Source: an optimization exercise on an open RTL-to-GDS flow (aim: small area, a short achievable clock period and few clock cycles per item). Production flows keep margins and buffers that such runs may drop. The RTL was checked by simulation tests, not by an equivalence proof against the original design. Power and IR drop assume default switching activity.

==> flow/design.v, too long to show whole: its modules and the start of the top module <==
// module window_fetch: 161 lines
// module conv_engine: 157 lines
// module conv_mac: 2410 lines
// module pool_relu_writer: 94 lines
// module cnn_top: 81 lines
module cnn_top (
	input  wire                          clk,
	input  wire                          reset_b,
	input  wire                          run,
	output logic                         busy,
	output logic [cnn_pkg::addr_w-1:0]   input_sram_read_address,
	input  wire  [cnn_pkg::data_w-1:0]   input_sram_read_data,
	output logic [cnn_pkg::addr_w-1:0]   weights_sram_read_address,
	input  wire  [cnn_pkg::data_w-1:0]   weights_sram_read_data,
	output logic                         output_sram_write_enable,
	output logic [cnn_pkg::addr_w-1:0]   output_sram_write_address,
	output logic [cnn_pkg::data_w-1:0]   output_sram_write_data
);
  // ...
==> flow/flow/run.sh <==
#!/bin/bash
# Layout flow: the standard flow (standard.sh) with three changes:
#  - after synthesis, fa_polarity.py flips full adders to drop the
#    inverters Yosys leaves between them (same function, same registers);
#  - port buffers use a stronger cell;
#  - setup repair aims below the clock period.
# Each tool's output goes to its own log in this folder.
set -e
R=$PWD/orfs/results/sky130hd/cnn_top/base
export BUFFER_PORTS_ARGS="-buffer_cell sky130_fd_sc_hd__buf_2"
export SETUP_SLACK_MARGIN=7.0
bash standard.sh $R/1_2_yosys.v > synth.log 2>&1
python3 flow/fa_polarity.py $R/1_2_yosys.v $R/1_2_yosys_pol.v > fa_polarity.log 2>&1
mv $R/1_2_yosys_pol.v $R/1_2_yosys.v
bash standard.sh > standard.log 2>&1
==> flow/flow/fa_polarity.py <==
#!/usr/bin/env python3
"""Remove inverters between full adders in a flat sky130 netlist.

A full adder is self-dual: FA(~a, ~b, ~c) = (~sum, ~carry). Flipping an
adder (complementing the values its pins carry) therefore leaves it the
same cell; only the inverters around it change. This pass chooses which
adders to flip so that fewer inverters are needed, then rewires: every
affected load reads either the source net or one shared inverter of it.
Registers and all other cells are left as they are.

usage: fa_polarity.py IN.v OUT.v
"""
import re
import sys

FA = re.compile(r"sky130_fd_sc_hd__fa_\d+$")
INV = re.compile(r"sky130_fd_sc_hd__(clk)?inv_\d+$")
OUTPINS = {"X", "Y", "Q", "Q_N", "SUM", "COUT", "HI", "LO"}

src = open(sys.argv[1]).read()
m = re.search(r"\bmodule\b.*?\bendmodule\b", src, re.S)
body = m.group(0)

cell_re = re.compile(r"^\s*(sky130_fd_sc_hd__\w+)\s+(\\\S+\s|\S+)\s*\((.*?)\);\s*$", re.S | re.M)
pin_re = re.compile(r"\.(\w+)\(\s*(.*?)\s*\)\s*(?:,|$)", re.S)

cells = []
for cm in cell_re.finditer(body):
    typ, name, pins = cm.group(1), cm.group(2), cm.group(3)
    conns = [(p, n.strip()) for p, n in pin_re.findall(pins)]
    cells.append({"type": typ, "name": name, "conns": conns, "span": cm.span()})

# nets used outside cell pins (assigns, ports): never rewire those
other = cell_re.sub("", body)
def norm(n):
    return n.strip()
protected = set()
for am in re.finditer(r"assign\s+(.*?)\s*=\s*(.*?);", other, re.S):
    for part in re.split(r"[{},]", am.group(1) + "," + am.group(2)):
        part = part.strip()
        if part:
            protected.add(part)
for pm in re.finditer(r"\b(input|output|inout)\b\s*(\[[^\]]*\])?\s*([^;]+);", other):
    for part in pm.group(3).split(","):
        protected.add(part.strip())
def is_protected(net):
    base = net.split("[")[0].strip()
    return net in protected or base in protected

driver = {}
loads = {}
for i, c in enumerate(cells):
    for p, n in c["conns"]:
        if p in OUTPINS:
            driver[n] = (i, p)
        else:
            loads.setdefault(n, []).append((i, p))

fa_ids = [i for i, c in enumerate(cells) if FA.match(c["type"])]
fa_set = set(fa_ids)
inv_in = {}      # inverter cell index -> input net
for i, c in enumerate(cells):
    if INV.match(c["type"]):
        d = dict(c["conns"])
        inv_in[i] = d["A"]

def inv_ok(i):
    """An inverter we may fold: its output is rewired freely."""
    c = cells[i]
    y = dict(c["conns"])["Y"]
    return not is_protected(y)

# Logical view of each load pin: (source net, parity)
def source_of(net):
    d = driver.get(net)
    if d and d[0] in inv_in and inv_ok(d[0]):
        s = inv_in[d[0]]
        dd = driver.get(s)
        if dd and dd[0] in inv_in:
            return net, 0          # double inverter: leave alone
        return s, 1
    return net, 0

# FA output nets that may be flipped
flippable = set()
for i in fa_ids:
    d = dict(cells[i]["conns"])
    if not (is_protected(d["SUM"]) or is_protected(d["COUT"])):
        flippable.add(i)

# Load pins whose connection we rewrite: FA inputs, and any load of an
# FA output net or of a foldable inverter fed by such a net
touched = []   # (cell, pin, source net, parity)
for i, c in enumerate(cells):
    if i in inv_in and inv_ok(i):
        continue
    for p, n in c["conns"]:
        if p in OUTPINS:
            continue
        s, par = source_of(n)
        dr = driver.get(s)
        src_fa = dr[0] if dr and dr[0] in fa_set else None
        if i in fa_set or src_fa is not None or par == 1:
            touched.append((i, p, s, par, src_fa))

def flipval(fa, f):
    return f.get(fa, 0) if fa is not None else 0

def cost(f):
    need = set()
    for i, p, s, par, sfa in touched:
        q = par ^ flipval(sfa, f) ^ (f.get(i, 0) if i in fa_set else 0)
        if q:
            need.add(s)
    return len(need)

f = {}
# incidence for local search
by_fa = {}
for t in touched:
    i, p, s, par, sfa = t
    if i in fa_set:
        by_fa.setdefault(i, []).append(t)
    if sfa is not None:
        by_fa.setdefault(sfa, []).append(t)
net_need = {}
def q_of(t):
    i, p, s, par, sfa = t
    return par ^ flipval(sfa, f) ^ (f.get(i, 0) if i in fa_set else 0)
for t in touched:
    if q_of(t):
        net_need[t[2]] = net_need.get(t[2], 0) + 1
def nets_needing():
    return sum(1 for v in net_need.values() if v > 0)
start = nets_needing()
improved = True
passes = 0
while improved and passes < 50:
    improved = False
    passes += 1
    for x in fa_ids:
        if x not in flippable:
            continue
        ts = by_fa.get(x, [])
        before = {}
        for t in ts:
            before.setdefault(t[2], 0)
        old = sum(1 for s in before if net_need.get(s, 0) > 0)
        for t in ts:
            if q_of(t):
                net_need[t[2]] -= 1
        f[x] = 1 - f.get(x, 0)
        for t in ts:
            if q_of(t):
                net_need[t[2]] = net_need.get(t[2], 0) + 1
        new = sum(1 for s in before if net_need.get(s, 0) > 0)
        if new < old:
            improved = True
        else:
            for t in ts:
                if q_of(t):
                    net_need[t[2]] -= 1
            f[x] = 1 - f[x]
            for t in ts:
                if q_of(t):
                    net_need[t[2]] = net_need.get(t[2], 0) + 1
end = nets_needing()

# Rewire
def esc(n):
    return n + " " if n.startswith("\\") else n
newinv = {}
added = []
def inv_net(s):
    if s not in newinv:
        k = len(newinv)
        nn = f"fa_pol_n{k}"
        newinv[s] = nn
        added.append(f"  wire {nn};\n  sky130_fd_sc_hd__inv_1 fa_pol_i{k} (\n    .A({esc(s)}),\n    .Y({nn})\n  );\n")
    return newinv[s]
conn_new = {}
for t in touched:
    i, p, s, par, sfa = t
    conn_new[(i, p)] = inv_net(s) if q_of(t) else s
removed = set()
for i in inv_in:
    if not inv_ok(i):
        continue
    y = dict(cells[i]["conns"])["Y"]
    still = [l for l in loads.get(y, []) if (l[0], l[1]) not in conn_new]
    if not still:
        removed.add(i)

out = []
pos = 0
for i, c in enumerate(cells):
    a, b = c["span"]
    out.append(body[pos:a])
    pos = b
    if i in removed:
        continue
    text = body[a:b]
    if any((i, p) in conn_new for p, _ in c["conns"]):
        parts = []
        for p, n in c["conns"]:
            parts.append(f"    .{p}({esc(conn_new.get((i, p), n))})")
        text = f"\n  {c['type']} {c['name'].strip()} (\n" + ",\n".join(parts) + "\n  );"
    out.append(text)
out.append(body[pos:])
newbody = "".join(out)
newbody = newbody.replace("endmodule", "".join(added) + "endmodule")
open(sys.argv[2], "w").write(src[:m.start()] + newbody + src[m.end():])
sys.stderr.write(f"fa_polarity: {len(fa_ids)} adders, {sum(f.values())} flipped, "
                 f"inverters needed {start} -> {end}, removed {len(removed)}, added {len(added)}\n")
==> flow/standard.sh <==
#!/bin/bash
# synth_recipe.tcl (not shown) runs the flow's synth.tcl, then flattens the netlist and writes it again
# the make line also repeats each setting of config.mk as NAME=value (left out here)
make -C /OpenROAD-flow-scripts/flow DESIGN_CONFIG=/design/flow/config.mk WORK_HOME=/design/flow/orfs CLKGATE_MAP_FILE= SYNTH_SCRIPT=/design/flow/synth_recipe.tcl "${@:-finish}"
==> flow/config.mk <==
export PLATFORM = sky130hd
export DESIGN_NAME = cnn_top
export DESIGN_NICKNAME = cnn_top
export VERILOG_FILES = /design/flow/design.v
export SDC_FILE = /design/flow/constraint.sdc
export NUM_CORES = 4
export LEC_CHECK = 0
export CAP_MARGIN = 20
export CORE_MARGIN = 2
export CORE_UTILIZATION = 30
export CTS_CLUSTER_DIAMETER = 60
export CTS_CLUSTER_SIZE = 25
export PLACE_DENSITY = 0.45
export SLEW_MARGIN = 20
==> flow/constraint.sdc <==
create_clock -name core_clock -period 10.0 [get_ports {clk}]
set_input_delay 2.0000 -clock core_clock [delete_from_list [all_inputs] [get_ports {clk}]]
set_output_delay 2.0000 -clock core_clock [all_outputs]
set_load 0.01 [all_outputs]
==> metrics.csv, run 1 <==
metric,value,unit
relSlewSlack,0.3809,
p_int,4002,uW
routedWlPerCell,26.26,um
fin_nets,3153,
multi_input_area_share,0.4331,
design.seq.count,657,
grt_pass1_vias,23050,
clock_area_frac,0.05037,
htree_levels,2,
outcome,no timing/DRC/antenna violations,
finalSetupTns,0,ns
hold_viol,0,
firstDrtPassIters,12,
post-dp-hpwl,88230,um
clkTransAtPathRegs,0.09,ns
top_layer,met4,
peakVddDrop,0.0001142,V
clk_path_buf_depth,3,
seqCellArea,15520,um^2
finalCoreUtilization,0.3434,
top_regs,"conv_i.k: 72 flops, conv_i.pa: 64 flops, conv_i.pb: 64 flops",
rr_worst_depth,4,
numCtsBuffers,51,
met2_usage,0.3184,
yosys_warnings,8,
grt_use_met1,0.2524,
mostFrequentLayoutCell,dfxtp_1,
setup_viol,0,
Testbench counts, summed over its fixed seeds: cycles 83,542, windows 19,159.
==> module pool_relu_writer, before the edit <==
module pool_relu_writer (
	input  wire                               clk,
	input  wire                               reset_b,
	input  wire                               busy,
	input  wire                               fetch_done,
	input  wire                               conv_valid,
	input  wire                               conv_first,
	input  wire                               conv_last,
	input  wire                               conv_mlast,
	input  wire        [cnn_pkg::acc_w-1:0]   conv_row_a,
	input  wire        [cnn_pkg::acc_w-1:0]   conv_row_b,
	output logic                              output_sram_write_enable,
	output logic [cnn_pkg::addr_w-1:0]        output_sram_write_address,
	output logic [cnn_pkg::data_w-1:0]        output_sram_write_data,
	output logic                              run_end
);
	logic [cnn_pkg::acc_w-1:0] conv_out;
	logic [6:0] relu_val;
	logic [6:0] relu_q;
	logic       relu_valid;
	logic       relu_first;
	logic       relu_last;
	logic       relu_mlast;
	logic [6:0] run_max;
	logic [6:0] pool_val;
	logic       pool_valid;
	logic       pool_mlast;
	logic       have_held;
	logic       write_last;
	assign conv_out = ~(conv_row_a + conv_row_b);
	always_comb begin
		if (conv_out[cnn_pkg::acc_w-1]) begin
			relu_val = '0;
		end else if (|conv_out[cnn_pkg::acc_w-2:7]) begin
			relu_val = 7'd127;
		end else begin
			relu_val = conv_out[6:0];
		end
	end
	always_ff @(posedge clk) begin
		if (!reset_b) begin
			relu_valid <= 1'b0;
		end else begin
			relu_valid <= conv_valid;
		end
		relu_q     <= relu_val;
		relu_first <= conv_first;
		relu_last  <= conv_last;
		relu_mlast <= conv_mlast;
	end
	assign pool_val = (relu_first || relu_q > run_max) ? relu_q : run_max;
	always_ff @(posedge clk) begin
		run_max    <= pool_val;
		pool_mlast <= relu_mlast;
	end
	always_ff @(posedge clk) begin
		if (!reset_b) begin
			pool_valid <= 1'b0;
		end else begin
			pool_valid <= relu_valid && relu_last;
		end
	end
	always_ff @(posedge clk) begin
		if (!reset_b) begin
			have_held                <= 1'b0;
			output_sram_write_enable <= 1'b0;
			write_last               <= 1'b0;
		end else begin
			output_sram_write_enable <= pool_valid && (have_held || pool_mlast);
			write_last               <= pool_valid && pool_mlast && fetch_done;
			if (pool_valid) begin
				have_held <= !have_held && !pool_mlast;
			end
		end
	end
	assign run_end = write_last;
	always_ff @(posedge clk) begin
		if (pool_valid) begin
			if (!have_held) begin
				output_sram_write_data[15:8] <= {1'b0, run_max};
				output_sram_write_data[7:0]  <= 8'h00;
			end else begin
				output_sram_write_data[7:0]  <= {1'b0, run_max};
			end
		end
	end
	always_ff @(posedge clk) begin
		if (!reset_b || !busy) begin
			output_sram_write_address <= '1;
		end else if (pool_valid && (have_held || pool_mlast)) begin
			output_sram_write_address <= output_sram_write_address + 12'd1;
		end
	end
endmodule
==> inputs of run 2 (changes only) <==
--- a/flow/design.v
+++ b/flow/design.v
@@ -2779,6 +2779,7 @@
 	logic [6:0] pool_val;
 	logic       pool_valid;
 	logic       pool_mlast;
+	logic [6:0] held;
 	logic       have_held;
 	logic       write_last;
 	assign conv_out = ~(conv_row_a + conv_row_b);
@@ -2829,14 +2830,11 @@
 	end
 	assign run_end = write_last;
 	always_ff @(posedge clk) begin
-		if (pool_valid) begin
-			if (!have_held) begin
-				output_sram_write_data[15:8] <= {1'b0, run_max};
-				output_sram_write_data[7:0]  <= 8'h00;
-			end else begin
-				output_sram_write_data[7:0]  <= {1'b0, run_max};
-			end
+		if (pool_valid && !have_held) begin
+			held <= run_max;
 		end
+		output_sram_write_data <= have_held ? {1'b0, held, 1'b0, run_max}
+			: {1'b0, run_max, 8'h00};
 	end
 	always_ff @(posedge clk) begin
 		if (!reset_b || !busy) begin
==> run 2 against run 1 <==
- register-to-register slack improved by 0.07 ns
- fmax rose by 3.6%
- cell count fell by 0.78%
- via count fell by 1.5%
- clock skew rose by 0.0045 ns
- sequential cell count rose by 7
- power fell by 0.60%
- still clean on timing, DRC and antenna
==> metrics.csv, run 2 <==
metric,value,unit,change
p_seq_frac,0.545,,was 0.538
yosys_warnings,8,,unchanged
drv_slew,0,,unchanged
maxCapViolCount,0,,unchanged
slowest_delay,0.36,ns,was 0.45 ns
grt.total_usage,0.1952,,was 0.1929
hold_viol,0,,unchanged
power_frac_clock,0.428,,was 0.431
layout-drive-gt1-share,0.1311,,was 0.1379
period_needed,3.141,ns,was 3.253 ns
top_regs,"conv_i.k: 72 flops, conv_i.pa: 64 flops, conv_i.pb: 64 flops",,unchanged
fin_nets,3117,,was 3153
via_per_inst,5.368,,was 5.404
num_vias,22490,,was 22820
hold_class,flip-flop to flip-flop,,unchanged
dpl_worst_slack,6.395,ns,was 6.127 ns
clock_sinks,664,,was 657
switching_power,1264,uW,was 1272 uW
place_congestion,0.9741,,was 0.9557
setup_viol,0,,unchanged
rsz0062_at_grt,true,,unchanged
crit_path_max_fanout,2,,was 1
combPwrFrac,0.027,,was 0.031
hold_buffers,0,,unchanged
die_area,113500,um^2,was 113900 um^2
drc_errors,0,,unchanged
clk_path_buf_depth,3,,unchanged
rows,122,,unchanged
critPathTopFamily,flip-flops,,unchanged
root_buffer,clkbuf_16,,unchanged
synthToLayoutAreaGrowth,13.37,%,was 13.78%
final_cell_mix,"dfxtp_1 (397), fa_1 (310), a222oi_1 (247)",,"was dfxtp_1 (392), fa_1 (304), a222oi_1 (246)"
outcome,no timing/DRC/antenna violations,,unchanged
dieHeight,336.9,um,was 337.4 um
mostFrequentLayoutCell,dfxtp_1,,unchanged
grt_pass1_vias,23140,,was 23050
antenna_found_initial,1,,was 0
syn-cell-area,33240,um^2,was 33360 um^2
critical_path.cell_chain,buf_6,,was buf_2
initial_utilization,0.3016,,was 0.3018
die_w,336.9,um,was 337.4 um
numPortBuffers,77,,unchanged
crit_required,8.00,ns,about the same
top_register,conv_i.k,,unchanged
largest_reg_flops,72,,unchanged
worstMarginPinSlew,1.011,ns,was 0.9287 ns
critPathKind,flip-flop to output port,,unchanged
syn_avg_cell_area,12.41,um^2,was 12.36 um^2
finalSetupTns,0,ns,unchanged
routedWlPerCell,26.67,um,was 26.26 um
grt-ovfl-total,0,,unchanged
setup.worst_path.end_class,output port,,unchanged
fin_crit_sh,0.3141,,was 0.3253
p_sw_frac,0.2411,,was 0.2413
cp.depth,1,,unchanged
min_path_cells,0,,unchanged
final.setup_skew,0.06179,ns,was 0.05728 ns
fin_ws,6.859,ns,was 6.747 ns
num-fill-cells,10860,,was 10880
syn_inst,2679,,was 2699
ant_nets,0,,unchanged
fmax,318.4,MHz,was 307.4 MHz
htree_levels,2,,unchanged
firstDrtPassIters,15,,was 12
drtIter0Drc,3836,,was 3649
p_leak,0.01285,uW,was 0.01297 uW
grt_max_degree,82,,was 74
cts_tree,done,,unchanged
p_int,3978,uW,was 4002 uW
peakVddDrop,0.0001262,V,was 0.0001142 V
post-dp-hpwl,89320,um,was 88230 um
ios,89,,unchanged
power_density,139.1,nW/um^2,was 139.0 nW/um^2
multi_input_area,16240,um^2,was 16440 um^2
worst-path-buf-inv,1,,unchanged
clkTransAtPathRegs,0.08,ns,was 0.09 ns
finalCoreUtilization,0.3419,,was 0.3434
critPathLaunchType,flip-flop,,unchanged
grt_pass1_wl,161800,um,was 160900 um
relSlewSlack,0.3258,,was 0.3809
numCtsBuffers,53,,was 51
rr_worst_depth,4,,unchanged
cp_slowest_cell,dfxtp_4,,was edfxtp_1
routed_wl,111700,um,was 110900 um
crit_arrival,1.14,ns,was 1.25 ns
clk-insertion-delay-late,0.67,ns,was 0.66 ns
seqCellArea,15600,um^2,was 15520 um^2
core_area,110200,um^2,was 110500 um^2
[run 2: timing repair]
item | CTS | global route
cloned | 0 | 1
gates resized for setup | 99 | 29
buffers inserted | 50 | 38
endpoints found under the setup margin | 66 | 93
pin swaps | 3 | 22
[run 2: layout make-up]
type	instances	share of cell area
sequential	664	0.4140
tap	1488	0.04940
timing repair buffer	174	0.03911
timing repair inverter	1	0.0001328
clock buffer	62	0.03695
clock inverter	38	0.01331
multi-input combinational	1601	0.4309
antenna	2	0.0001328
inverter	160	0.01604
[run 2: through the flow]
step | total power [uW] | std cells | hold WS [ns] | cell area [um^2]
after floorplan | 2987 | 2689 | 0.3096 | 33300
after global placement | 3045 | 3999 | 0.3107 | 34570
after detailed placement | 3049 | 3999 | 0.3121 | 34570
after CTS | 5318 | 4149 | 0.3324 | 37240
after global routing | 5438 | 4188 | 0.3383 | 37680
final | 5242 | 4190 | 0.3317 | 37680
[run 2: layer usage]
layer,GRT usage,vias to the layer above,wire (um)
li1,-,9839,-
met1,0.2554,11440,46770
met2,0.3258,994,53000
met3,0.03238,222,7863
met4,0.06858,0,4112
met5,0,-,0
[run 2: worst paths after layout]
path,endpoint,startpoint,slack [ns]
worst max-delay path,input_sram_read_address[2],fetch_i.addr[2]$_SDFFE_PN0P_,6.86
worst min-delay path,conv_i.mac_i.r8_0_0$_DFF_P_,conv_i.mac_i.r3_0_0$_DFF_P_,0.33
worst max register to register,conv_i.mac_i.r3_10_10$_DFF_P_,conv_i.k[21]$_DFFE_PP_,7.03
worst min register to register,conv_i.mac_i.r8_0_0$_DFF_P_,conv_i.mac_i.r3_0_0$_DFF_P_,0.33
[run 2: power by group through the flow]
| stage | clock (uW) | combinational, uW | sequential, uW |
|---|---|---|---|
| after floorplan | 0 | 94.2 | 2890 |
| after global placement | 0 | 117 | 2930 |
| after detailed placement | 0 | 120 | 2930 |
| after CTS | 2320 | 132 | 2860 |
| after global routing | 2420 | 158 | 2860 |
| final | 2240 | 143 | 2860 |
Testbench counts of run 2, summed over its fixed seeds: cycles 83,542, windows 19,159.
==> inputs of run 3 (changes only) <==
==> flow/flow/run.sh (replaced) <==
#!/bin/bash
# Layout flow: the standard flow (standard.sh) with three changes:
#  - after synthesis, fa_polarity.py flips full adders to drop the
#    inverters Yosys leaves between them (same function, same registers);
#  - port buffers use a stronger cell;
#  - setup repair aims below the clock period;
#  - the clock tree uses clkbuf_8 below a clkbuf_16 root.
# Each tool's output goes to its own log in this folder.
set -e
R=$PWD/orfs/results/sky130hd/cnn_top/base
export BUFFER_PORTS_ARGS="-buffer_cell sky130_fd_sc_hd__buf_2"
export SETUP_SLACK_MARGIN=7.0
export CTS_ARGS="-sink_clustering_enable -repair_clock_nets -sink_clustering_size 20 -sink_clustering_max_diameter 50 -buf_list sky130_fd_sc_hd__clkbuf_8 -root_buf sky130_fd_sc_hd__clkbuf_16"
bash standard.sh $R/1_2_yosys.v > synth.log 2>&1
python3 flow/fa_polarity.py $R/1_2_yosys.v $R/1_2_yosys_pol.v > fa_polarity.log 2>&1
mv $R/1_2_yosys_pol.v $R/1_2_yosys.v
bash standard.sh > standard.log 2>&1
--- a/flow/config.mk
+++ b/flow/config.mk
@@ -8,7 +8,5 @@
 export CAP_MARGIN = 20
 export CORE_MARGIN = 2
 export CORE_UTILIZATION = 30
-export CTS_CLUSTER_DIAMETER = 60
-export CTS_CLUSTER_SIZE = 25
 export PLACE_DENSITY = 0.45
 export SLEW_MARGIN = 20
==> run 3 against run 2 <==
- global-route usage rose by 0.14 points
- still clean
- area after synthesis did not move
- sequential power barely moved
- clock power fell by 4%
- cell area fell by 0.29%
- clock skew fell by 0.0099 ns
==> metrics.csv, run 3 <==
metric,value,unit,change
outcome,no timing/DRC/antenna violations,,unchanged
p_leak,0.01284,uW,was 0.01285 uW
clock_sinks,664,,unchanged
place_congestion,0.9741,,unchanged
finalSetupTns,0,ns,unchanged
period_needed,3.116,ns,was 3.141 ns
core_area,110200,um^2,unchanged
setup_viol,0,,unchanged
drtIter0Drc,3639,,was 3836
fin_crit_sh,0.3116,,was 0.3141
endpoint,input_sram_read_address[9],,was input_sram_read_address[2]
clk_path_buf_depth,3,,unchanged
largest_reg_flops,72,,unchanged
syn_inst,2679,,unchanged
hold_class,flip-flop to flip-flop,,unchanged
worstMarginPinSlew,1.011,ns,about the same
synthToLayoutAreaGrowth,13.05,%,was 13.37%
worst-path-buf-inv,1,,unchanged
rr_worst_depth,4,,unchanged
yosys_warnings,8,,unchanged
dieHeight,336.9,um,unchanged
grt.total_usage,0.1967,,was 0.1952
cp_slowest_cell,dfxtp_4,,unchanged
top_regs,"conv_i.k: 72 flops, conv_i.pa: 64 flops, conv_i.pb: 64 flops",,unchanged
cts_tree,done,,unchanged
num_vias,22590,,was 22490
crit_required,8.00,ns,about the same
worstReg2RegEnd,conv_i.mac_i.r3_6_5$_DFF_P_,,was conv_i.mac_i.r3_10_10$_DFF_P_
critical_path.cell_chain,buf_6,,unchanged
routed_wl,112300,um,was 111700 um
critPathKind,flip-flop to output port,,unchanged
syn-cell-area,33240,um^2,unchanged
dpl_worst_slack,6.395,ns,unchanged
clk-insertion-delay-late,0.63,ns,was 0.67 ns
mostFrequentLayoutCell,dfxtp_1,,unchanged
critPathTopFamily,flip-flops,,unchanged
top_register,conv_i.k,,unchanged
post-dp-hpwl,89320,um,unchanged
grt_pass1_vias,23380,,was 23140
crit_arrival,1.12,ns,was 1.14 ns
hold_viol,0,,unchanged
final.setup_skew,0.05193,ns,was 0.06179 ns
maxCapViolCount,0,,unchanged
ant_nets,0,,unchanged
rsz0062_at_grt,true,,unchanged
relSlewSlack,0.3258,,about the same
numCtsBuffers,73,,was 53
grt-ovfl-total,0,,unchanged
via_per_inst,5.364,,was 5.368
drc_errors,0,,unchanged
rr_startpoint,conv_i.k[24]$_DFFE_PP_,,was conv_i.k[21]$_DFFE_PP_
crit_path_max_fanout,2,,unchanged
grt_pass1_wl,162500,um,was 161800 um
hold_start,conv_i.stage[2][9]$_DFF_P_,,was conv_i.mac_i.r3_0_0$_DFF_P_
fin_nets,3123,,was 3117
initial_utilization,0.3016,,unchanged
fmax,320.9,MHz,was 318.4 MHz
critPathLaunchType,flip-flop,,unchanged
final_cell_mix,"dfxtp_1 (396), fa_1 (312), a222oi_1 (247)",,"was dfxtp_1 (397), fa_1 (310), a222oi_1 (247)"
grt_max_degree,82,,unchanged
antenna_found_initial,3,,was 1
clkTransAtPathRegs,0.11,ns,was 0.08 ns
power_density,137.4,nW/um^2,was 139.1 nW/um^2
root_buffer,clkbuf_16,,unchanged
htree_levels,3,,was 2
die_area,113500,um^2,unchanged
rows,122,,unchanged
drv_slew,0,,unchanged
syn_avg_cell_area,12.41,um^2,unchanged
layout-drive-gt1-share,0.1378,,was 0.1311
critPathLaunch,fetch_i.addr[9]$_SDFFE_PN0P_,,was fetch_i.addr[2]$_SDFFE_PN0P_
setup.worst_path.end_class,output port,,unchanged
numPortBuffers,77,,unchanged
firstDrtPassIters,13,,was 15
routedWlPerCell,26.66,um,was 26.67 um
fin_ws,6.884,ns,was 6.859 ns
cp.depth,1,,unchanged
peakVddDrop,0.00009748,V,was 0.0001262 V
rrSetupSlack,7.00,ns,was 7.03 ns
hold_buffers,0,,unchanged
die_w,336.9,um,unchanged
slowest_delay,0.37,ns,was 0.36 ns
ios,89,,unchanged
[run 3: what timing repair did]
item	in CTS	in global routing
buffers inserted	53	21
resized for setup	98	30
pin swaps	3	18
endpoints found under the setup margin	68	86
gates cloned	0	1
[run 3: how the worst min path moves through the flow]
stage | to | slack [ns] | cells past startpoint
2_1_floorplan | conv_i.first_d[1]$_DFF_P_ | 0.31 | 0
3_5_place_dp | conv_i.mac_i.r8_1_0$_DFF_P_ | 0.31 | 0
5_1_grt | conv_i.stage[1][9]$_DFF_P_ | 0.33 | 0
4_1_cts | conv_i.stage[1][9]$_DFF_P_ | 0.33 | 0
3_3_place_gp | writer_i.relu_first$_DFF_P_ | 0.31 | 0
6_report | conv_i.stage[1][9]$_DFF_P_ | 0.33 | 0
[run 3: layer usage]
metal  track usage  part of all wire
met1        0.2543              0.42
met2        0.3264              0.47
met3       0.03928             0.070
met4       0.06953             0.037
met5             0           0.00012
[run 3: through the flow]
step           utilization  hold WS, ns  total power (uW)  std cells  cell area (um^2)
2_1_floorplan            -       0.3096              2987       2689             33300
3_3_place_gp        0.3137       0.3107              3045       3999             34570
3_5_place_dp        0.3137       0.3121              3049       3999             34570
4_1_cts             0.3381       0.3279              5249       4187             37270
5_1_grt             0.3409       0.3258              5371       4209             37570
6_report            0.3409       0.3316              5161       4211             37580
[run 3: report_power, final]
group          leakage, uW  internal [uW]  switching (uW)  total, uW
Combinational      0.00628           58.3            84.6        143
Clock             0.000935            993            1170       2160
Sequential         0.00563           2810            44.8       2860
[run 3: cell type report]
| cell class | instances | area, um^2 |
|---|---|---|
| Sequential cell | 664 | 15600 |
| Timing Repair Buffer | 160 | 1440 |
| Clock buffer | 75 | 1134 |
| Tap cell | 1488 | 1862 |
| Antenna cell | 2 | 5.005 |
| Multi-Input combinational cell | 1601 | 16230 |
| Inverter | 160 | 604.3 |
| Fill cell | 10900 | 72630 |
| Timing Repair inverter | 1 | 5.005 |
| Clock inverter | 60 | 695.7 |
==> module conv_engine, before the edit <==
module conv_engine (
	input  wire                               clk,
	input  wire                               reset_b,
	input  wire                               run,
	input  wire                               busy,
	input  wire                               run_end,
	input  wire  [cnn_pkg::data_w-1:0]        input_sram_read_data,
	input  wire                               pix_shift,
	input  wire                               pix_first,
	input  wire                               pix_mlast,
	input  wire  [cnn_pkg::data_w-1:0]        weights_sram_read_data,
	output logic [cnn_pkg::addr_w-1:0]        weights_sram_read_address,
	output logic                              conv_valid,
	output logic                              conv_first,
	output logic                              conv_last,
	output logic                              conv_mlast,
	output logic [cnn_pkg::acc_w-1:0]         conv_row_a,
	output logic [cnn_pkg::acc_w-1:0]         conv_row_b
);
	logic [2:0]  wcnt;
	logic [71:0] k;
	logic [35:0] ps;
	assign weights_sram_read_address = {{(cnn_pkg::addr_w-3){1'b0}}, wcnt};
	always_ff @(posedge clk) begin
		if (!reset_b || run_end) begin
			wcnt <= 3'd0;
		end else if (!busy) begin
			wcnt <= run ? 3'd1 : 3'd0;
		end else if (wcnt != 3'd6) begin
			wcnt <= wcnt + 3'd1;
		end
	end
	always_ff @(posedge clk) begin
		if (busy) begin
			case (wcnt)
				3'd1: k[15:0]  <= weights_sram_read_data;
				3'd2: k[31:16] <= weights_sram_read_data;
				3'd3: k[47:32] <= weights_sram_read_data;
				3'd4: k[63:48] <= weights_sram_read_data;
				3'd5: k[71:64] <= weights_sram_read_data[7:0];
				default: ;
			endcase
		end
	end
	always_ff @(posedge clk) begin
		for (int g = 0; g < 4; g++) begin
			ps[9*g +: 9] <= 9'($signed(k[16*g +: 8])) + 9'($signed(k[16*g+8 +: 8]));
		end
	end
	logic [cnn_pkg::data_w-1:0] stage [3];
	logic [cnn_pkg::data_w-1:0] pa [4];
	logic [cnn_pkg::data_w-1:0] pb [4];
	logic                       shift;
	logic                       win_mlast;
	logic                       active;
	logic [1:0]                 phase;
	assign shift = pix_shift;
	always_ff @(posedge clk) begin
		stage[0] <= stage[1];
		stage[1] <= stage[2];
		stage[2] <= input_sram_read_data;
	end
	always_ff @(posedge clk) begin
		if (shift) begin
			for (int i = 0; i < 4; i++) begin
				pa[i] <= pb[i];
			end
			pb[0] <= stage[0];
			pb[1] <= stage[1];
			pb[2] <= stage[2];
			pb[3] <= input_sram_read_data;
			win_mlast <= pix_mlast;
		end
	end
	always_ff @(posedge clk) begin
		if (!reset_b) begin
			active <= 1'b0;
			phase  <= '0;
		end else if (shift) begin
			active <= !pix_first;
			phase  <= '0;
		end else begin
			phase <= phase + 2'd1;
			if (phase == 2'd3) begin
				active <= 1'b0;
			end
		end
	end
	logic [127:0] wpix;
	always_comb begin
		for (int r = 0; r < 4; r++) begin
			wpix[32*r +: 32] = {pb[r], pa[r]};
		end
	end
	logic [3:0]  sel;
	logic [71:0] xm;
	logic [31:0] sa;
	logic [31:0] sb;
	logic [31:0] ss;
	logic [7:0]  x8;
	always_ff @(posedge clk) begin
		if (!reset_b) begin
			sel <= '0;
		end else if (shift) begin
			sel <= 4'b0001;
		end else begin
			sel <= {sel[2:0], 1'b0};
		end
	end
	always_comb begin
		for (int i = 0; i < 3; i++) begin
			for (int j = 0; j < 3; j++) begin
				xm[8*(3*i+j) +: 8] = ({8{sel[0]}} & wpix[32*i+8*j +: 8])
					| ({8{sel[1]}} & wpix[32*(i+1)+8*j +: 8])
					| ({8{sel[2]}} & wpix[32*i+8*(j+1) +: 8])
					| ({8{sel[3]}} & wpix[32*(i+1)+8*(j+1) +: 8]);
			end
		end
	end
	always_ff @(posedge clk) begin
		for (int g = 0; g < 4; g++) begin
			sa[8*g +: 8] <= xm[16*g +: 8] & ~xm[16*g+8 +: 8];
			sb[8*g +: 8] <= ~xm[16*g +: 8] & xm[16*g+8 +: 8];
			ss[8*g +: 8] <= xm[16*g +: 8] & xm[16*g+8 +: 8];
		end
		x8 <= xm[71:64];
	end
	conv_mac mac_i (
		.clk   (clk),
		.sa    (sa),
		.sb    (sb),
		.ss    (ss),
		.x     ({x8, 64'd0}),
		.k     (k),
		.ps    (ps),
		.row_a (conv_row_a),
		.row_b (conv_row_b)
	);
	logic [2:0] v_d;
	logic [2:0] first_d;
	logic [2:0] last_d;
	logic [2:0] mlast_d;
	always_ff @(posedge clk) begin
		if (!reset_b) begin
			v_d <= '0;
		end else begin
			v_d <= {v_d[1:0], active};
		end
		first_d <= {first_d[1:0], phase == 2'd0};
		last_d  <= {last_d[1:0], phase == 2'd3};
		mlast_d <= {mlast_d[1:0], win_mlast};
	end
	assign conv_valid = v_d[2];
	assign conv_first = first_d[2];
	assign conv_last  = last_d[2];
	assign conv_mlast = mlast_d[2];
endmodule
==> inputs of run 4 (changes only) <==
--- a/flow/design.v
+++ b/flow/design.v
@@ -228,28 +228,18 @@
 			ps[9*g +: 9] <= 9'($signed(k[16*g +: 8])) + 9'($signed(k[16*g+8 +: 8]));
 		end
 	end
-	logic [cnn_pkg::data_w-1:0] stage [3];
-	logic [cnn_pkg::data_w-1:0] pa [4];
-	logic [cnn_pkg::data_w-1:0] pb [4];
+	logic [cnn_pkg::data_w-1:0] dline [11];
 	logic                       shift;
 	logic                       win_mlast;
 	logic                       active;
 	logic [1:0]                 phase;
 	assign shift = pix_shift;
 	always_ff @(posedge clk) begin
-		stage[0] <= stage[1];
-		stage[1] <= stage[2];
-		stage[2] <= input_sram_read_data;
-	end
-	always_ff @(posedge clk) begin
+		dline[0] <= input_sram_read_data;
+		for (int i = 1; i < 11; i++) begin
+			dline[i] <= dline[i-1];
+		end
 		if (shift) begin
-			for (int i = 0; i < 4; i++) begin
-				pa[i] <= pb[i];
-			end
-			pb[0] <= stage[0];
-			pb[1] <= stage[1];
-			pb[2] <= stage[2];
-			pb[3] <= input_sram_read_data;
 			win_mlast <= pix_mlast;
 		end
 	end
@@ -267,12 +257,13 @@
 			end
 		end
 	end
-	logic [127:0] wpix;
-	always_comb begin
-		for (int r = 0; r < 4; r++) begin
-			wpix[32*r +: 32] = {pb[r], pa[r]};
+	function automatic int wpos(input int r, input int c, input int p);
+		if (c < 2) begin
+			wpos = 7 - r + p;
+		end else begin
+			wpos = 3 - r + p;
 		end
-	end
+	endfunction
 	logic [3:0]  sel;
 	logic [71:0] xm;
 	logic [31:0] sa;
@@ -291,10 +282,11 @@
 	always_comb begin
 		for (int i = 0; i < 3; i++) begin
 			for (int j = 0; j < 3; j++) begin
-				xm[8*(3*i+j) +: 8] = ({8{sel[0]}} & wpix[32*i+8*j +: 8])
-					| ({8{sel[1]}} & wpix[32*(i+1)+8*j +: 8])
-					| ({8{sel[2]}} & wpix[32*i+8*(j+1) +: 8])
-					| ({8{sel[3]}} & wpix[32*(i+1)+8*(j+1) +: 8]);
+				xm[8*(3*i+j) +: 8] =
+					  ({8{sel[0]}} & dline[wpos(i,   j,   0)][8*(j%2) +: 8])
+					| ({8{sel[1]}} & dline[wpos(i+1, j,   1)][8*(j%2) +: 8])
+					| ({8{sel[2]}} & dline[wpos(i,   j+1, 2)][8*((j+1)%2) +: 8])
+					| ({8{sel[3]}} & dline[wpos(i+1, j+1, 3)][8*((j+1)%2) +: 8]);
 			end
 		end
 	end
--- a/flow/flow/run.sh
+++ b/flow/flow/run.sh
@@ -1,5 +1,5 @@
 #!/bin/bash
-# Layout flow: the standard flow (standard.sh) with three changes:
+# Layout flow: the standard flow (standard.sh) with these changes:
 #  - after synthesis, fa_polarity.py flips full adders to drop the
 #    inverters Yosys leaves between them (same function, same registers);
 #  - port buffers use a stronger cell;
==> run 4 against run 3 <==
- global-route usage grew 3.1 points
- worst hold slack got worse by 0.025 ns
- via count grew 8.1%
- clock power rose by 9.3%
==> metrics.csv, run 4 <==
metric,value,unit,change
rrSetupSlack,7.01,ns,was 7.00 ns
met2_usage,0.3890,,was 0.3264
worst-path-buf-inv,1,,unchanged
firstDrtPassIters,13,,unchanged
hold_end,conv_i.dline[2][9]$_DFF_P_,,was conv_i.stage[1][9]$_DFF_P_
hold_buffers,0,,unchanged
critical_path.cell_chain,buf_6,,unchanged
routedWlPerCell,28.83,um,was 26.66 um
min_path_cells,0,,unchanged
ant_nets,0,,unchanged
initial_utilization,0.3032,,was 0.3016
layout-drive-gt1-share,0.1490,,was 0.1378
grt.total_usage,0.2278,,was 0.1967
critPathKind,flip-flop to output port,,unchanged
ios,89,,unchanged
worstMarginPinSlew,1.110,ns,was 1.011 ns
dieHeight,330.6,um,was 336.9 um
slowest_delay,0.37,ns,about the same
core_area,105600,um^2,was 110200 um^2
grt_pass1_vias,25340,,was 23380
power.total,5239,uW,was 5161 uW
dp_cells,4086,,was 3999
rsz0062_at_grt,true,,unchanged
syn-cell-area,32010,um^2,was 33240 um^2
syn_inst,2860,,was 2679
clk_path_buf_depth,3,,unchanged
post-dp-hpwl,97430,um,was 89320 um
rr_startpoint,conv_i.k[39]$_DFFE_PP_,,was conv_i.k[24]$_DFFE_PP_
peakVddDrop,0.00008490,V,was 0.00009748 V
stdcell_area,36700,um^2,was 37580 um^2
clkTransAtPathRegs,0.09,ns,was 0.11 ns
hold_viol,0,,unchanged
rows,119,,was 122
placed_cell_area,33260,um^2,was 34570 um^2
busiest_layer,met2,,unchanged
top_register,conv_i.dline,,was conv_i.k
num_vias,24410,,was 22590
worstReg2RegEnd,conv_i.mac_i.r3_8_9$_DFF_P_,,was conv_i.mac_i.r3_6_5$_DFF_P_
syn_avg_cell_area,11.19,um^2,was 12.41 um^2
fin_crit_sh,0.3158,,was 0.3116
final_cell_mix,"dfxtp_1 (494), fa_1 (312), a222oi_1 (247)",,"was dfxtp_1 (396), fa_1 (312), a222oi_1 (247)"
top_regs,"conv_i.dline: 144 flops, conv_i.k: 72 flops, conv_i.ps: 36 flops",,"was conv_i.k: 72 flops, conv_i.pa: 64 flops, conv_i.pb: 64 flops"
crit_path_max_fanout,2,,unchanged
clk-insertion-delay-late,0.66,ns,was 0.63 ns
period_needed,3.158,ns,was 3.116 ns
critPathTopFamily,flip-flops,,unchanged
grt_use_met1,0.2804,,was 0.2543
grt-ovfl-total,0,,unchanged
htree_levels,3,,unchanged
grt_pass1_wl,179900,um,was 162500 um
routed_wl,125100,um,was 112300 um
root_buffer,clkbuf_16,,unchanged
via_per_inst,5.626,,was 5.364
yosys_warnings,6,,was 8
clock_sinks,632,,was 664
grt_max_degree,65,,was 82
die_w,330.6,um,was 336.9 um
drc_errors,0,,unchanged
num-fill-cells,10410,,was 10900
drtIter0Drc,3790,,was 3639
largest_reg_flops,144,,was 72
crit_required,8.00,ns,about the same
mostFrequentLayoutCell,dfxtp_1,,unchanged
setup.worst_path.end_class,output port,,unchanged
final.setup_skew,0.05348,ns,was 0.05193 ns
rr_worst_depth,4,,unchanged
maxCapViolCount,0,,unchanged
relSlewSlack,0.2602,,was 0.3258
fmax,316.7,MHz,was 320.9 MHz
numCtsBuffers,82,,was 73
p_leak,0.01295,uW,was 0.01284 uW
hold_class,flip-flop to flip-flop,,unchanged
fin_nets,3340,,was 3123
hold_start,conv_i.dline[1][9]$_DFF_P_,,was conv_i.stage[2][9]$_DFF_P_
numPortBuffers,77,,unchanged
use_met3,0.04635,,was 0.03928
finalSetupTns,0,ns,unchanged
synthToLayoutAreaGrowth,14.68,%,was 13.05%
setup_viol,0,,unchanged
crit_arrival,1.16,ns,was 1.12 ns
cp_slowest_cell,dfxtp_4,,unchanged
outcome,no timing/DRC/antenna violations,,unchanged
fin_cells,4339,,was 4211
cp.depth,1,,unchanged
power_density,142.7,nW/um^2,was 137.4 nW/um^2
place_congestion,0.9743,,was 0.9741
critPathLaunchType,flip-flop,,unchanged
antenna_found_initial,5,,was 3
drv_slew,0,,unchanged
cts_tree,done,,unchanged
die_area,109300,um^2,was 113500 um^2
-- run 4: cell types whose count changed in the layout (fill, tap and decap cells not counted), sizes merged, moves of 54 or more --
cell,previous run,this run
edfxtp,221,93
dfxtp,443,539
a21oi,88,172
nor2b,76,8
a221oi,65,1
nand2,117,174
a22o,77,22
o21ai,51,105
-- run 4: final cells by class --
class	instances	area (um^2)	area share
Clock buffer	83	1244	0.03388
Multi-Input combinational cell	1790	16920	0.4611
Tap cell	1391	1740	0.04742
Timing Repair Buffer	190	1595	0.04346
Inverter	182	683.2	0.01861
Sequential cell	632	13670	0.3726
Antenna cell	1	2.502	0.00006818
Clock inverter	70	842.1	0.02294
-- run 4: timing repair --
item,4_1_cts,5_1_grt
pin swaps,14,37
setup endpoints to repair,89,90
gates resized for setup,87,54
buffers inserted,66,33
hold endpoints to repair,0,0
-- run 4: power by group --
part	switching [uW]	leakage, uW	internal, uW	total [uW]
Sequential	78.0	0.00529	2630	2710
Combinational	96.4	0.00661	71.4	168
Clock	1190	0.00104	1170	2360
-- run 4: stage by stage --
step           worst slack [ns]  utilization  hold WS, ns
6_report                  6.842       0.3477       0.3062
5_1_grt                   6.791       0.3477       0.2970
4_1_cts                   6.784       0.3431       0.3025
3_5_place_dp              6.431       0.3151       0.3121
3_3_place_gp              6.431       0.3151       0.3121
2_1_floorplan             6.819            -       0.3096
-- run 4: how the worst max path moves through the flow --
| stage | from | slack, ns | end |
|---|---|---|---|
| 3_3_place_gp | run | 6.43 | fetch_i.step_q[2]$_SDFF_PN0_ |
| 6_report | fetch_i.addr[1]$_SDFFE_PN0P_ | 6.84 | input_sram_read_address[1] |
| 3_5_place_dp | run | 6.43 | fetch_i.step_q[2]$_SDFF_PN0_ |
| 4_1_cts | fetch_i.addr[1]$_SDFFE_PN0P_ | 6.78 | input_sram_read_address[1] |
| 2_1_floorplan | run | 6.82 | fetch_i.step_q[2]$_SDFF_PN0_ |
| 5_1_grt | fetch_i.addr[1]$_SDFFE_PN0P_ | 6.79 | input_sram_read_address[1] |
-- run 4: routing by layer --
metal	wire, um	vias up
li1	-	10440
met1	50440	12360
met5	12	-
met2	60210	1287
met3	8914	329
met4	5534	2
Testbench counts of run 4, summed over its fixed seeds: cycles 83,542, windows 19,159.
==> inputs of run 5 (changes only) <==
--- a/flow/flow/run.sh
+++ b/flow/flow/run.sh
@@ -9,7 +9,7 @@
 set -e
 R=$PWD/orfs/results/sky130hd/cnn_top/base
 export BUFFER_PORTS_ARGS="-buffer_cell sky130_fd_sc_hd__buf_2"
-export SETUP_SLACK_MARGIN=7.0
+export SETUP_SLACK_MARGIN=6.9
 export CTS_ARGS="-sink_clustering_enable -repair_clock_nets -sink_clustering_size 20 -sink_clustering_max_diameter 50 -buf_list sky130_fd_sc_hd__clkbuf_8 -root_buf sky130_fd_sc_hd__clkbuf_16"
 bash standard.sh $R/1_2_yosys.v > synth.log 2>&1
 python3 flow/fa_polarity.py $R/1_2_yosys.v $R/1_2_yosys_pol.v > fa_polarity.log 2>&1
--- a/flow/config.mk
+++ b/flow/config.mk
@@ -8,5 +8,4 @@
 export CAP_MARGIN = 20
 export CORE_MARGIN = 2
 export CORE_UTILIZATION = 30
-export PLACE_DENSITY = 0.45
 export SLEW_MARGIN = 20
==> run 5 against run 4 <==
- via count decreased by 2.5%
- sequential power is essentially flat
- still clean
- area after synthesis stayed put
- first-iteration DRC count rose by 13%
- largest cell class unchanged
- clock skew shrank 0.0012 ns
- critical path depth up 4
- clock-buffer cell count down 18
- sequential share of layout area is 1.2 points higher
- worst hold slack better by 0.014 ns
- cell area decreased by 3.1%
- largest power group unchanged
- clock power down 22%
==> metrics.csv, run 5 <==
metric,value,unit,change
placed_cell_area,33220,um^2,was 33260 um^2
final_cell_mix,"dfxtp_1 (502), fa_1 (320), a222oi_1 (247)",,"was dfxtp_1 (494), fa_1 (312), a222oi_1 (247)"
finalHoldWorstSlack,0.3203,ns,was 0.3062 ns
die_w,330.6,um,unchanged
power_frac_clock,0.392,,was 0.451
combPwrFrac,0.032,,about the same
numPortBuffers,77,,unchanged
cts_tree,done,,unchanged
period_needed,3.196,ns,was 3.158 ns
die_area,109300,um^2,unchanged
slowest_delay,0.86,ns,was 0.37 ns
largest_reg_flops,144,,unchanged
post-dp-hpwl,78670,um,was 97430 um
top_register,conv_i.dline,,unchanged
switching_power,1253,uW,was 1366 uW
p_seq_frac,0.576,,was 0.517
critPathKind,flip-flop to flip-flop,,was flip-flop to output port
num_vias,23800,,was 24410
via_per_inst,5.586,,was 5.626
hold_class,flip-flop to flip-flop,,unchanged
ios,89,,unchanged
syn-cell-area,32010,um^2,unchanged
routedWlPerCell,24.60,um,was 28.83 um
setup.worst_path.end_class,flip-flop,,was output port
numCtsBuffers,60,,was 82
finalSetupTns,0,ns,unchanged
syn_avg_cell_area,11.19,um^2,unchanged
p_leak,0.01242,uW,was 0.01295 uW
drc_errors,0,,unchanged
power_density,132.3,nW/um^2,was 142.7 nW/um^2
hold_buffers,0,,unchanged
fmax,312.9,MHz,was 316.7 MHz
syn_inst,2860,,unchanged
rows,119,,unchanged
fin_nets,3279,,was 3340
grt.total_usage,0.1867,,was 0.2278
root_buffer,clkbuf_16,,unchanged
multi_input_area,16810,um^2,was 16920 um^2
ant_nets,0,,unchanged
p_sw_frac,0.2663,,was 0.2607
crit_arrival,3.69,ns,was 1.16 ns
cp_slowest_cell,a222oi_1,,was dfxtp_4
critical_path.cell_chain,"buf_6, a222oi_1, fa_1, fa_1, fa_1",,was buf_6
routed_wl,104800,um,was 125100 um
drv_slew,0,,unchanged
initial_utilization,0.3032,,unchanged
firstDrtPassIters,15,,was 13
clock_sinks,632,,unchanged
place_congestion,1.027,,was 0.9743
grt_max_degree,62,,was 65
grt-ovfl-total,0,,unchanged
yosys_warnings,6,,unchanged
setup_viol,0,,unchanged
rsz0062_at_grt,true,,unchanged
final.setup_skew,0.05231,ns,was 0.05348 ns
antenna_found_initial,6,,was 5
hold_viol,0,,unchanged
grt_pass1_vias,23200,,was 25340
critPathLaunchType,flip-flop,,unchanged
worstMarginPinSlew,1.146,ns,was 1.110 ns
outcome,no timing/DRC/antenna violations,,unchanged
drtIter0Drc,4285,,was 3790
clkTransAtPathRegs,0.11,ns,was 0.09 ns
stdcell_area,35560,um^2,was 36700 um^2
crit_top_cell,fa_1,,
peakVddDrop,0.0001136,V,was 0.00008490 V
core_area,105600,um^2,unchanged
relSlewSlack,0.2362,,was 0.2602
top_regs,"conv_i.dline: 144 flops, conv_i.k: 72 flops, conv_i.ps: 36 flops",,unchanged
maxCapViolCount,0,,unchanged
mostFrequentLayoutCell,dfxtp_1,,unchanged
dieHeight,330.6,um,unchanged
clk_path_buf_depth,3,,unchanged
num-fill-cells,10430,,was 10410
p_int,3452,uW,was 3873 uW
htree_levels,2,,was 3
grt_pass1_wl,152200,um,was 179900 um
fin_crit_sh,0.3196,,was 0.3158
crit_path_max_fanout,6,,was 2
layout-drive-gt1-share,0.1175,,was 0.1490
clk-insertion-delay-late,0.65,ns,was 0.66 ns
crit_required,10.50,ns,was 8.00 ns
seqCellArea,13660,um^2,was 13670 um^2
synthToLayoutAreaGrowth,11.10,%,was 14.68%
-- run 5: cell count changes in the layout (fill, tap and decap cells not counted), moves of 6 or more --
cell / delta
fa_1: +8
clkinv_4: -7
clkinvlp_4: -6
dfxtp_1: +8
clkbuf_8: -14
inv_8: -6
inv_12: +9
bufinv_16: -8
buf_12: -10
inv_6: -7
dfxtp_2: -8
fa_2: -8
buf_4: -31
-- run 5: worst max-delay path, delay by kind of cell, from the launching register on --
family	cells	cell delay (ns)
AOI/OAI and AO/OA	1	0.86
adders and majority gates	3	1.50
DFF	1	0.53
buffers and inverters	1	0.17
-- run 5: layout make-up --
type                       instances  area share
tap                             1391     0.04894
inverter                         182     0.01932
multi-input combinational       1790      0.4729
sequential                       632      0.3843
antenna                            1  0.00007037
timing repair inverter             1   0.0001407
clock inverter                    48     0.01569
clock buffer                      65     0.02674
timing repair buffer             150     0.03195
-- run 5: path summary, 6_finish.rpt --
kind,start,slack (ns),end,depth (start not counted)
min,conv_i.dline[0][15]$_DFF_P_,0.32,conv_i.dline[1][15]$_DFF_P_,0
min reg2reg,conv_i.dline[0][15]$_DFF_P_,0.32,conv_i.dline[1][15]$_DFF_P_,0
max,conv_i.k[33]$_DFFE_PP_,6.80,conv_i.mac_i.r3_7_8$_DFF_P_,5
max reg2reg,conv_i.k[33]$_DFFE_PP_,6.80,conv_i.mac_i.r3_7_8$_DFF_P_,5
-- run 5: layer usage --
layer | share of wire | up-vias | global-route usage
met4 | 0.055 | 4 | 0.08578
met3 | 0.13 | 367 | 0.06450
met2 | 0.42 | 1648 | 0.2801
met5 | 0.00022 | - | 0
met1 | 0.40 | 11460 | 0.2414
li1 | - | 10310 | -
-- run 5: power groups by stage --
stage	Combinational, uW	Clock, uW	Sequential, uW
floorplan	113	0	2730
global placement	136	0	2770
detailed placement	137	0	2770
CTS	147	1900	2710
global route	167	1990	2720
finish	150	1850	2710
-- run 5: what timing repair did --
action,CTS,global route
endpoints found under the setup margin,44,79
resized for setup,82,22
pin swaps,2,27
setup buffers,29,35
cloned,1,0
-- run 5: stage by stage --
stage          std cells  worst slack, ns    util  power [uW]
3_5_place_dp        4081            6.016  0.3147        2906
5_1_grt             4260            6.806  0.3368        4880
6_report            4260            6.804  0.3368        4705
2_1_floorplan       2870            6.819       -        2839
4_1_cts             4224            6.757  0.3336        4754
3_3_place_gp        4081            6.014  0.3147        2903
==> inputs of run 6 (changes only) <==
--- a/flow/flow/run.sh
+++ b/flow/flow/run.sh
@@ -9,7 +9,7 @@
 set -e
 R=$PWD/orfs/results/sky130hd/cnn_top/base
 export BUFFER_PORTS_ARGS="-buffer_cell sky130_fd_sc_hd__buf_2"
-export SETUP_SLACK_MARGIN=6.9
+export SETUP_SLACK_MARGIN=6.8
 export CTS_ARGS="-sink_clustering_enable -repair_clock_nets -sink_clustering_size 20 -sink_clustering_max_diameter 50 -buf_list sky130_fd_sc_hd__clkbuf_8 -root_buf sky130_fd_sc_hd__clkbuf_16"
 bash standard.sh $R/1_2_yosys.v > synth.log 2>&1
 python3 flow/fa_polarity.py $R/1_2_yosys.v $R/1_2_yosys_pol.v > fa_polarity.log 2>&1
==> run 6 against run 5 <==
- clock skew fell by 0.023 ns
- still clean on timing, DRC and antenna
- power rose by 2.5%
- clock power grew 6%
- largest power group unchanged
==> metrics.csv, run 6 <==
metric,value,unit,change
outcome,no timing/DRC/antenna violations,,unchanged
ant_nets,0,,unchanged
rrSetupSlack,6.75,ns,was 6.80 ns
htree_levels,2,,unchanged
grt-ovfl-total,0,,unchanged
fin_ws,6.751,ns,was 6.804 ns
crit_path_max_fanout,10,,was 6
critPathLaunchType,flip-flop,,unchanged
finalSetupTns,0,ns,unchanged
fin_nets,3250,,was 3279
yosys_warnings,6,,unchanged
maxCapViolCount,0,,unchanged
layout-drive-gt1-share,0.1039,,was 0.1175
core_area,105600,um^2,unchanged
rr_worst_depth,6,,was 5
firstDrtPassIters,17,,was 15
rsz0062_at_grt,true,,unchanged
rr_startpoint,conv_i.k[47]$_DFFE_PP_,,was conv_i.k[33]$_DFFE_PP_
drc_errors,0,,unchanged
clkTransAtPathRegs,0.11,ns,about the same
rows,119,,unchanged
dpl_worst_slack,6.435,ns,was 6.016 ns
worst-path-buf-inv,2,,was 1
worstReg2RegEnd,conv_i.mac_i.r3_15_2$_DFF_P_,,was conv_i.mac_i.r3_7_8$_DFF_P_
place_congestion,0.9950,,was 1.027
top_regs,"conv_i.dline: 144 flops, conv_i.k: 72 flops, conv_i.ps: 36 flops",,unchanged
setup_viol,0,,unchanged
grt_pass1_wl,156700,um,was 152200 um
num_vias,23530,,was 23800
post-dp-hpwl,82780,um,was 78670 um
via_per_inst,5.557,,was 5.586
die_w,330.6,um,unchanged
dp_cells,4087,,was 4081
fmax,307.8,MHz,was 312.9 MHz
fin_cells,4234,,was 4260
critPathKind,flip-flop to flip-flop,,unchanged
drv_slew,0,,unchanged
crit_arrival,3.75,ns,was 3.69 ns
final_cell_mix,"dfxtp_1 (511), fa_1 (322), a222oi_1 (247)",,"was dfxtp_1 (502), fa_1 (320), a222oi_1 (247)"
syn-cell-area,32010,um^2,unchanged
numCtsBuffers,61,,was 60
hold_viol,0,,unchanged
crit_top_cell,fa_1,,unchanged
fin_crit_sh,0.3249,,was 0.3196
grt.total_usage,0.1942,,was 0.1867
period_needed,3.249,ns,was 3.196 ns
critical_path.cell_chain,"buf_4, a222oi_1, inv_1, fa_1, fa_1, fa_1",,"was buf_6, a222oi_1, fa_1, fa_1, fa_1"
grt_max_degree,47,,was 62
antenna_found_initial,7,,was 6
clk_path_buf_depth,3,,unchanged
die_area,109300,um^2,unchanged
cts_tree,done,,unchanged
synthToLayoutAreaGrowth,9.957,%,was 11.10%
finalCoreUtilization,0.3334,,was 0.3368
critPathTopFamily,adder cells,,unchanged
grt_pass1_vias,22920,,was 23200
setup.worst_path.end_class,flip-flop,,unchanged
root_buffer,clkbuf_16,,unchanged
slowest_delay,0.78,ns,was 0.86 ns
hold_class,flip-flop to flip-flop,,unchanged
peakVddDrop,0.0001152,V,was 0.0001136 V
drtIter0Drc,4135,,was 4285
clk-insertion-delay-late,0.64,ns,was 0.65 ns
routedWlPerCell,25.39,um,was 24.60 um
crit_required,10.50,ns,about the same
syn_inst,2860,,unchanged
largest_reg_flops,144,,unchanged
clock_sinks,632,,unchanged
hold_end,conv_i.dline[3][8]$_DFF_P_,,was conv_i.dline[1][15]$_DFF_P_
numPortBuffers,77,,unchanged
power_density,137.0,nW/um^2,was 132.3 nW/um^2
hold_start,conv_i.dline[2][8]$_DFF_P_,,was conv_i.dline[0][15]$_DFF_P_
initial_utilization,0.3032,,unchanged
final.setup_skew,0.02966,ns,was 0.05231 ns
dieHeight,330.6,um,unchanged
relSlewSlack,0.2453,,was 0.2362
hold_buffers,0,,unchanged
p_leak,0.01224,uW,was 0.01242 uW
min_path_cells,0,,unchanged
ios,89,,unchanged
syn_avg_cell_area,11.19,um^2,unchanged
finalHoldWorstSlack,0.3215,ns,was 0.3203 ns
top_register,conv_i.dline,,unchanged
routed_wl,107500,um,was 104800 um
cp_slowest_cell,a222oi_1,,unchanged
worstMarginPinSlew,1.132,ns,was 1.146 ns
mostFrequentLayoutCell,dfxtp_1,,unchanged
-- run 6: worst max-delay path by stage --
stage                      startpoint                           end  depth (start not counted)
5_1_grt        conv_i.k[39]$_DFFE_PP_  conv_i.mac_i.r3_9_10$_DFF_P_                          5
3_3_place_gp                      run  fetch_i.step_q[3]$_SDFF_PN0_                          7
6_report       conv_i.k[47]$_DFFE_PP_  conv_i.mac_i.r3_15_2$_DFF_P_                          6
3_5_place_dp                      run  fetch_i.step_q[2]$_SDFF_PN0_                          7
4_1_cts               busy$_SDFF_PN0_                          busy                          1
2_1_floorplan                     run  fetch_i.addr[8]$_SDFFE_PN0P_                          4
-- run 6: worst register-to-register path, cell delays in order, from the launching register on --
cell	delay [ns]
edfxtp_1	0.56
buf_4	0.21
a222oi_1	0.78
inv_1	0.18
fa_1	0.48
fa_1	0.51
fa_1	0.41
-- run 6: through the flow --
step	area (um^2)	total power, uW
2_1_floorplan	32060	2839
3_3_place_gp	33270	2905
3_5_place_dp	33270	2907
4_1_cts	34990	4872
5_1_grt	35190	5004
6_report	35190	4821
-- run 6: report_power, final --
part / internal (uW) / total (uW) / switching, uW
sequential: 2630 / 2710 / 76.1
combinational: 58.8 / 144 / 84.8
clock: 846 / 1970 / 1120
-- run 6: area by class of cell --
type	instances	area [um^2]
Timing Repair Buffer	121	724.4
Multi-Input combinational cell	1790	16770
Sequential cell	632	13660
Fill cell	10520	70370
Clock inverter	53	699.4
Tap cell	1391	1740
Clock buffer	62	909.6
Inverter	182	683.2
Antenna cell	3	7.507
-- run 6: routing by layer --
layer	global-route usage	routed length (um)	vias to the layer above	part of all wire
li1	-	-	10270	-
met1	0.2539	43430	11470	0.40
met2	0.2920	46240	1475	0.43
met3	0.06294	12300	314	0.11
met4	0.08794	5526	4	0.051
met5	0	23	-	0.00021
-- run 6: what timing repair did --
action,CTS,global route
setup buffers,7,22
endpoints found under the hold margin,0,0
pin swaps,0,12
setup endpoints to repair,24,36
gates resized for setup,36,13
==> inputs of run 7 (changes only) <==
--- a/flow/flow/run.sh
+++ b/flow/flow/run.sh
@@ -9,7 +9,7 @@
 set -e
 R=$PWD/orfs/results/sky130hd/cnn_top/base
 export BUFFER_PORTS_ARGS="-buffer_cell sky130_fd_sc_hd__buf_2"
-export SETUP_SLACK_MARGIN=6.8
+export SETUP_SLACK_MARGIN=7.0
 export CTS_ARGS="-sink_clustering_enable -repair_clock_nets -sink_clustering_size 20 -sink_clustering_max_diameter 50 -buf_list sky130_fd_sc_hd__clkbuf_8 -root_buf sky130_fd_sc_hd__clkbuf_16"
 bash standard.sh $R/1_2_yosys.v > synth.log 2>&1
 python3 flow/fa_polarity.py $R/1_2_yosys.v $R/1_2_yosys_pol.v > fa_polarity.log 2>&1
--- a/flow/config.mk
+++ b/flow/config.mk
@@ -7,5 +7,5 @@
 export LEC_CHECK = 0
 export CAP_MARGIN = 20
 export CORE_MARGIN = 2
-export CORE_UTILIZATION = 30
+export CORE_UTILIZATION = 45
 export SLEW_MARGIN = 20
==> run 7 against run 6 <==
- still clean
- sequential power barely moved
- area after synthesis did not move
- worst hold slack got worse by 0.010 ns
- routed wire length fell by 3.3%
- clock skew rose by 0.028 ns
- global-route usage rose by 8.7 points
- cell count fell by 9.6%
- combinational power rose by 7%
- die area fell by 33%
- critical path depth fell by 5
- cell area rose by 0.41%
- critical endpoint is now input_sram_read_address[9]
- largest power group unchanged
- highest routed layer is now met4
==> metrics.csv, run 7 <==
metric,value,unit,change
hold_class,flip-flop to flip-flop,,unchanged
cp.depth,1,,was 6
maxCapViolCount,0,,unchanged
cp_slowest_cell,dfxtp_4,,was a222oi_1
grt_pass1_wl,154600,um,was 156700 um
crit_path_max_fanout,2,,was 10
setup_viol,0,,unchanged
cts_tree,done,,unchanged
root_buffer,clkbuf_16,,unchanged
core_area,70270,um^2,was 105600 um^2
hold_end,conv_i.dline[3][10]$_DFF_P_,,was conv_i.dline[3][8]$_DFF_P_
min_path_cells,0,,unchanged
grt.total_usage,0.2809,,was 0.1942
worst-path-buf-inv,1,,was 2
critPathLaunchType,flip-flop,,unchanged
p_leak,0.01254,uW,was 0.01224 uW
drtIter0Drc,3731,,was 4135
antenna_found_initial,3,,was 7
post-dp-hpwl,82680,um,was 82780 um
crit_arrival,1.11,ns,was 3.75 ns
clk-insertion-delay-late,0.63,ns,was 0.64 ns
fin_crit_sh,0.3109,,was 0.3249
top_register,conv_i.dline,,unchanged
initial_utilization,0.4555,,was 0.3032
mostFrequentLayoutCell,dfxtp_1,,unchanged
dp_cells,3632,,was 4087
fmax,321.6,MHz,was 307.8 MHz
yosys_warnings,6,,unchanged
rows,97,,was 119
via_per_inst,6.258,,was 5.557
num-fill-cells,6168,,was 10520
hold_start,conv_i.dline[2][10]$_DFF_P_,,was conv_i.dline[2][8]$_DFF_P_
worstMarginPinSlew,1.063,ns,was 1.132 ns
routed_wl,104000,um,was 107500 um
critPathTopFamily,flip-flops,,was adder cells
drv_slew,0,,unchanged
die_area,73270,um^2,was 109300 um^2
fin_cells,3827,,was 4234
relSlewSlack,0.2916,,was 0.2453
clock_sinks,632,,unchanged
finalSetupTns,0,ns,unchanged
top_regs,"conv_i.dline: 144 flops, conv_i.k: 72 flops, conv_i.ps: 36 flops",,unchanged
grt_max_degree,72,,was 47
grt-ovfl-total,0,,unchanged
rr_worst_depth,4,,was 6
synthToLayoutAreaGrowth,10.41,%,was 9.957%
syn_inst,2860,,unchanged
place_congestion,0.9986,,was 0.9950
rr_startpoint,conv_i.k[18]$_DFFE_PP_,,was conv_i.k[47]$_DFFE_PP_
hold_viol,0,,unchanged
num_vias,23950,,was 23530
clkTransAtPathRegs,0.10,ns,was 0.11 ns
final_cell_mix,"dfxtp_1 (508), fa_1 (309), a222oi_1 (247)",,"was dfxtp_1 (511), fa_1 (322), a222oi_1 (247)"
final.setup_skew,0.05783,ns,was 0.02966 ns
crit_required,8.00,ns,was 10.50 ns
rsz0062_at_grt,true,,unchanged
syn-cell-area,32010,um^2,unchanged
power_density,133.3,nW/um^2,was 137.0 nW/um^2
grt_pass1_vias,24120,,was 22920
outcome,no timing/DRC/antenna violations,,unchanged
fin_nets,3294,,was 3250
numPortBuffers,77,,unchanged
worstReg2RegEnd,conv_i.mac_i.r3_6_7$_DFF_P_,,was conv_i.mac_i.r3_15_2$_DFF_P_
layout-drive-gt1-share,0.1259,,was 0.1039
syn_avg_cell_area,11.19,um^2,unchanged
dieHeight,270.7,um,was 330.6 um
routedWlPerCell,27.18,um,was 25.39 um
ant_nets,0,,unchanged
critical_path.cell_chain,buf_6,,"was buf_4, a222oi_1, inv_1, fa_1, fa_1, fa_1"
clk_path_buf_depth,3,,unchanged
die_w,270.7,um,was 330.6 um
slowest_delay,0.37,ns,was 0.78 ns
htree_levels,2,,unchanged
critPathKind,flip-flop to output port,,was flip-flop to flip-flop
firstDrtPassIters,15,,was 17
peakVddDrop,0.0001141,V,was 0.0001152 V
drc_errors,0,,unchanged
largest_reg_flops,144,,unchanged
period_needed,3.109,ns,was 3.249 ns
hold_buffers,0,,unchanged
rrSetupSlack,7.05,ns,was 6.75 ns
setup.worst_path.end_class,output port,,was flip-flop
ios,89,,unchanged
numCtsBuffers,60,,was 61
run 7: repair_timing:
item / 4_1_cts / 5_1_grt
setup buffers: 30 / 48
pin swaps: 4 / 18
setup endpoints to repair: 61 / 80
resized for setup: 82 / 32
run 7: how the worst max path moves through the flow:
| stage | endpoint | from | slack [ns] |
|---|---|---|---|
| 6_report | input_sram_read_address[9] | fetch_i.addr[9]$_SDFFE_PN0P_ | 6.89 |
| 4_1_cts | input_sram_read_address[9] | fetch_i.addr[9]$_SDFFE_PN0P_ | 6.86 |
| 2_1_floorplan | fetch_i.step_q[2]$_SDFF_PN0_ | run | 6.82 |
| 5_1_grt | input_sram_read_address[4] | fetch_i.addr[4]$_SDFFE_PN0P_ | 6.85 |
| 3_5_place_dp | fetch_i.addr[8]$_SDFFE_PN0P_ | run | 6.30 |
| 3_3_place_gp | fetch_i.addr[8]$_SDFFE_PN0P_ | run | 6.34 |
run 7: layout make-up:
class / instances / area, um^2 / area share
antenna: 3 / 7.507 / 0.0002124
inverter: 182 / 683.2 / 0.01933
multi-input combinational: 1790 / 16910 / 0.4784
clock inverter: 51 / 599.3 / 0.01696
sequential: 632 / 13660 / 0.3866
timing repair buffer: 166 / 1381 / 0.03909
clock buffer: 63 / 923.4 / 0.02613
tap: 940 / 1176 / 0.03328
run 7: stage by stage:
step | total power [uW] | hold slack (ns) | utilization | cell area [um^2] | setup WS [ns]
finish | 4712 | 0.3111 | 0.5029 | 35340 | 6.891
global route | 4892 | 0.3173 | 0.5028 | 35330 | 6.851
CTS | 4761 | 0.3255 | 0.4940 | 34710 | 6.861
detailed placement | 2906 | 0.3121 | 0.4649 | 32670 | 6.299
global placement | 2898 | 0.3099 | 0.4649 | 32670 | 6.338
floorplan | 2839 | 0.3096 | - | 32060 | 6.819
run 7: routing by layer:
metal / up-vias / GRT usage / part of all wire
li1: 10340 / - / -
met1: 11930 / 0.3543 / 0.39
met2: 1385 / 0.4754 / 0.48
met3: 295 / 0.04633 / 0.083
met4: 0 / 0.1240 / 0.049
met5: - / 0 / 0
run 7: power by group:
part	total, uW	leakage, uW	switching [uW]	internal [uW]
registers	2710	0.00528	76.4	2630
clock network	1850	0.000753	1070	785
logic	154	0.00651	88.1	65.7

[afterwards: timing with drivers on the ports]
In the flow no input, the clock included, has a driving cell. The finished layouts below were timed again as built, in two steps.
Step 1 sets driving cells, clkbuf_16 on the clock port and buf_2 on the other inputs (assumed; they add their load-dependent delay and slew).
Step 2 also shifts input and output timing later by t, the mid clock arrival at the registers, as if the neighbouring blocks saw the same clock.
a / b / c = ideal ports / drivers / drivers and shift; a / b = the first two.
run	shift t [ns]	setup WS [ns]
run 1	0.703	6.747 / 6.675 / 6.480
run 2	0.701	6.859 / 6.793 / 6.431
run 3	0.667	6.884 / 6.818 / 6.433
run 4	0.707	6.842 / 6.772 / 6.438
run 5	0.692	6.804 / 6.799 / 6.411
run 6	0.692	6.751 / 6.751 / 6.441
run 7	0.659	6.891 / 6.831 / 6.485
After both steps setup and hold are still met in every run listed.
